Source: an optimization exercise on an open RTL-to-GDS flow (aim: small area, a short achievable clock period and few clock cycles per item). Production flows keep margins and buffers that such runs may drop. RTL that was checked went through simulation tests only; none was proved equivalent to the original.

==> module urd_div, before the edit <==
module urd_div (
  input  logic [RADIX_W-1:0] rem_in,     
  input  logic [CHUNK_W-1:0] chunk,      
  input  logic [RADIX_W-1:0] radix,
  output logic [CHUNK_W-1:0] quo,
  output logic [RADIX_W-1:0] rem_out
);
  always_comb begin
    logic [RADIX_W:0]   t;
    logic [RADIX_W-1:0] r;
    r   = rem_in;
    quo = '0;
    for (int b = CHUNK_W - 1; b >= 0; b--) begin
      t = {r, chunk[b]};
      if (t >= {1'b0, radix}) begin
        quo[b] = 1'b1;
        r      = RADIX_W'(t - {1'b0, radix});
      end else begin
        r = t[RADIX_W-1:0];
      end
    end
    rem_out = r;
  end
endmodule
Settings: LEC_CHECK=0, CAP_MARGIN=20, CORE_MARGIN=2, CORE_UTILIZATION=40, SLEW_MARGIN=20; clock period 16.0 ns.
run.sh (not shown) runs the stock make flow with config.mk's settings and CLKGATE_MAP_FILE= SYNTH_SCRIPT=/design/flow/synth_recipe.tcl, a recipe that flattens the netlist after the stock synthesis.
Rerun with:
--- a/flow/design.v
+++ b/flow/design.v
@@ -169,20 +169,34 @@
   input  logic [RADIX_W-1:0] radix,
   output logic [CHUNK_W-1:0] quo,
   output logic [RADIX_W-1:0] rem_out
 );
+  logic [RADIX_W+1:0] m1, m2, m3;
+  assign m1 = {2'b00, radix};
+  assign m2 = {1'b0, radix, 1'b0};
+  assign m3 = m1 + m2;
   always_comb begin
-    logic [RADIX_W:0]   t;
+    logic [RADIX_W+2:0] t, d1, d2, d3;
     logic [RADIX_W-1:0] r;
     r   = rem_in;
     quo = '0;
-    for (int b = CHUNK_W - 1; b >= 0; b--) begin
-      t = {r, chunk[b]};
-      if (t >= {1'b0, radix}) begin
-        quo[b] = 1'b1;
-        r      = RADIX_W'(t - {1'b0, radix});
+    for (int b = CHUNK_W - 2; b >= 0; b -= 2) begin
+      t  = {1'b0, r, chunk[b+1], chunk[b]};
+      d1 = t - {1'b0, m1};
+      d2 = t - {1'b0, m2};
+      d3 = t - {1'b0, m3};
+      if (!d3[RADIX_W+2]) begin
+        quo[b +: 2] = 2'd3;
+        r           = d3[RADIX_W-1:0];
+      end else if (!d2[RADIX_W+2]) begin
+        quo[b +: 2] = 2'd2;
+        r           = d2[RADIX_W-1:0];
+      end else if (!d1[RADIX_W+2]) begin
+        quo[b +: 2] = 2'd1;
+        r           = d1[RADIX_W-1:0];
       end else begin
-        r = t[RADIX_W-1:0];
+        quo[b +: 2] = 2'd0;
+        r           = t[RADIX_W-1:0];
       end
     end
     rem_out = r;
   end
Outcome: The new run completed without violations; routed wire length climbs by 7.5%; synthesized area climbs by 8.1%; worst setup slack gains 2.1 ns; design area climbs by 5.3%; global-route usage drops by 0.35 points; core utilization drops by 1.5 points; clock skew drops by 0.0067 ns; critical path depth drops by 25; first-iteration DRC count climbs by 6.4%.
No functional check of the RTL was part of any run of this note.

## run D
unsigned_to_radix_digits, a different RTL version from the one above (not shown whole).
For scale: roughly 390 flip-flops, about 93 I/O pins, roughly 30000 sq um of cells after synthesis.
==> flow/design.v (excerpt) <==
module unsigned_to_radix_digits (
  input  logic               clk,
  input  logic               rst_n,
  input  logic               in_push,
  output logic               in_full,
  input  logic [VALUE_W-1:0] in_value,
  output logic               out_empty,
  input  logic               out_pop,
  output logic [CHAR_W-1:0]  out_digit_char,
  output logic               out_last_digit,
  output logic [COUNT_W-1:0] out_digit_count,
  input  logic               cfg_valid,
  output logic               cfg_ready,
  input  logic [RADIX_W-1:0] cfg_data
);
make LEC_CHECK=0 ABC_AREA=1 CAP_MARGIN=20 CORE_MARGIN=2 CORE_UTILIZATION=40 SLEW_MARGIN=20 finish   # period 16.0 ns
Run D finished end to end and its layout was clean on timing, DRC and antenna.
Testbench counts of run D, summed over its fixed seeds: cycles 33,999, items 928.
#### Input delta (run B over run D)
diff --git a/flow/design.v b/flow/design.v
--- a/flow/design.v
+++ b/flow/design.v
@@ -58,49 +58,45 @@
   logic [CHUNK_W-1:0] pipe_r [STAGES];
   logic [RADIX_W-1:0] rem_r  [STAGES];
   logic               qnz_r  [STAGES];
   logic               srch_r;
   logic               found_r;
   logic [IDX_W-1:0]   tnext_r;
   logic               push_r;
   logic [RADIX_W-1:0] pushd_r;
+  logic               fin_r;       
+  logic               last_r;      
   logic [IDX_W-1:0]   tmax_eff;
   logic [IDX_W-1:0]   tmax_r;      
   logic               tmv_eff;     
   logic               tmv_r;
   logic               fpass_r;     
   logic               pend_r;      
   logic [IDX_W:0]     dcnt_r;      
   logic               tfin_r [STAGES];
   logic               tal_r  [STAGES];   
   logic               tfin   [STAGES];
   logic               tal    [STAGES];
-  logic               termd;       
-  logic               fin_c;       
-  logic [CHUNK_W-1:0] pq;          
-  logic               pqnz;        
-  logic               pfin;        
-  logic [CHUNK_W-1:0] pq_r;
-  logic               pqnz_r;
-  logic               pfin_r;
+  logic               termd;
   logic               fin0;
   logic [IDX_W-1:0]   in_top;
   logic [CHUNKS-1:0]  in_oh;
   logic               in_go;       
   logic               in_fin;      
   logic               tv   [STAGES];
   logic [IDX_W-1:0]   ti   [STAGES];
   logic               tf   [STAGES];
   logic               tl   [STAGES];
   logic [CHUNK_W-1:0] cin  [STAGES];
   logic [RADIX_W-1:0] rin  [STAGES];
   logic [CHUNK_W-1:0] quo  [STAGES];
   logic [RADIX_W-1:0] rout [STAGES];
   logic               qnzc [STAGES];
+  logic               term;
   logic               pushv;
   logic [RADIX_W-1:0] pushd;
   logic               srch_cur;
   logic               setf;
   logic               found_nx;
   logic               start;
   logic               pushdue;     
   logic               frz;         
@@ -198,34 +194,33 @@
       .thr    (thr_r),
       .thr_m1 (thm_r),
       .mod4   (md4_r),
       .quo    (quo[s]),
       .rem_out(rout[s])
     );
   end
   always_comb begin
+    term  = 1'b0;
+    termd = 1'b0;
     pushv = 1'b0;
     pushd = '0;
-    pq    = '0;
-    pqnz  = 1'b0;
-    pfin  = 1'b0;
     for (int s = 0; s < STAGES; s++) begin
       qnzc[s] = (!tf[s] && qnz_r[s]) || (quo[s] != '0);
       if (tv[s] && tl[s] && tal[s]) begin
         pushv = 1'b1;
         pushd = pushd | rout[s];
-        pq    = pq | quo[s];
-        pqnz  = pqnz | (!tf[s] && qnz_r[s]);
-        pfin  = pfin | tfin[s];
+        if (!qnzc[s]) begin
+          termd = 1'b1;
+          if (!tfin[s]) term = 1'b1;
+        end
       end
     end
-    termd = push_r && !pqnz_r && (pq_r == '0);
-    fin_c = termd && !pfin_r;
-    pushv = pushv && !fin_c;
+    pushv = pushv && !fin_r;
+    term  = term && !fin_r;
   end
   assign srch_cur = tf[L] ? 1'b1 : srch_r;
   assign setf     = tv[L] && !tfin[L] && srch_cur && (quo[L] != '0);
   assign fin0     = act0_r && tl[0] && fpass_r;
   assign found_nx = setf || found_r;
   assign start    = found_r && (!act0_r || tl[0]);
   always_comb begin
     pushdue = act0_r && oh0_r[0];
@@ -234,32 +229,36 @@
   assign frz = pushdue && ({1'b0, skid_cnt} + (SKID_W+1)'(push_r) >= (SKID_W+1)'(SKID));
   always_ff @(posedge clk) begin
     if (!rst_n) begin
       free_r  <= 1'b1;
       full_r  <= 1'b0;
       act0_r  <= 1'b0;
       found_r <= 1'b0;
       push_r  <= 1'b0;
+      fin_r   <= 1'b0;
+      last_r  <= 1'b0;
       pend_r  <= 1'b0;
       dcnt_r  <= '0;
       for (int s = 0; s < STAGES; s++) tv_r[s] <= 1'b0;
     end else begin
       push_r <= pushv && !frz;
-      if (fin_c) begin
+      fin_r  <= term && !frz;
+      last_r <= termd && !fin_r && !frz;
+      if (fin_r) begin
         dcnt_r <= '0;
       end else if (!frz) begin
         if (fin0) begin
           dcnt_r <= (IDX_W+1)'(STAGES - 1);
         end else if (dcnt_r != '0) begin
           dcnt_r <= dcnt_r - (IDX_W+1)'(1);
         end
       end
       for (int s = 1; s < STAGES; s++) begin
-        if (fin_c) begin
+        if (fin_r) begin
           tv_r[s] <= 1'b0;
         end else if (!frz) begin
           tv_r[s] <= tv[s-1];
         end
       end
       if (free_r) begin
         act0_r  <= in_push && in_go;
         pend_r  <= in_push && !in_go;
@@ -273,33 +272,30 @@
               act0_r <= 1'b1;
               pend_r <= 1'b0;
             end
           end else if (start) begin
             act0_r <= 1'b1;
           end else if (act0_r && tl[0]) begin
             act0_r <= 1'b0;
           end
-          found_r <= (start || fin_c) ? 1'b0 : found_nx;
+          found_r <= (start || fin_r) ? 1'b0 : found_nx;
         end
-        if (fin_c || (fin0 && !frz)) begin
+        if (fin_r || (fin0 && !frz)) begin
           free_r <= 1'b1;
           full_r <= 1'b0;
         end
         if (fin0 && !frz) begin
           act0_r <= 1'b0;
         end
       end
     end
   end
   always_ff @(posedge clk) begin
     pushd_r <= pushd;
-    pq_r    <= pq;
-    pqnz_r  <= pqnz;
-    pfin_r  <= pfin;
     if (!frz) begin
       for (int s = 1; s < STAGES; s++) begin
         ti_r[s]   <= ti[s-1];
         tf_r[s]   <= tf[s-1];
         tl_r[s]   <= tl[s-1];
         tfin_r[s] <= tfin[s-1];
         tal_r[s]  <= tal[s-1] && qnzc[s-1];
         pipe_r[s] <= quo[s-1];
@@ -344,17 +340,17 @@
         idx0_r   <= idx0_r - IDX_W'(1);
         oh0_r    <= oh0_r >> 1;
         first0_r <= 1'b0;
       end
     end
   end
   assign dg_push  = push_r;
   assign dg_digit = pushd_r;
-  assign dg_last  = termd;
+  assign dg_last  = last_r;
   assign dg_dw    = dw_r;
 endmodule
 import urd_pkg::*;
 module urd_div (
   input  logic [RADIX_W-1:0] rem_in,     
   input  logic [CHUNK_W-1:0] chunk,      
   input  logic [3*TH_W-1:0]  thr,        
   input  logic [3*TH_W-1:0]  thr_m1,     
Taking run D as the reference, in run B minimum hold slack went down by 0.0057 ns; layout overhead on the synthesized area fell 0.75 points; length of routed met2 wiring went down; count of clock-buffer cells in the layout shrank by 6.
Shortest period the worst path allows: run B < run D
Count of non-CTS buffers in the layout for run B: 10% down relative to run D
In the final design statistics, run B uses fewer standard cells in total than run D.
Testbench counts of run B, summed over its fixed seeds: cycles 33,999, items 928.

==> static timing again, ports no longer ideal <==
In the flow no input, the clock included, has a driving cell. The finished layouts below were timed again as built, in two steps.
Step 1, drivers: a clkbuf_16 drives clk and a buf_2 each remaining input, both assumed.
Step 2, shift: input delay + t, output delay - t, t = (earliest + latest rising clock arrival at the registers) / 2. This alone moves slack from input paths to output paths.
Three values: ideal ports, drivers, drivers and shift; two values: the first two.
run | shift t [ns] | slack for setup (ns) | cell pins on the clock port's net
the first run of note 1 | 0.637 | 0.740 / 0.740 / 0.740 | 1
the second run of note 1 | 0.647 | 2.850 / 2.850 / 2.850 | 1
run D | 0.651 | 8.875 / 8.875 / 8.875 | 1
run B | 0.649 | 9.633 / 9.633 / 9.633 | 1
After both steps every run listed still meets setup and hold.
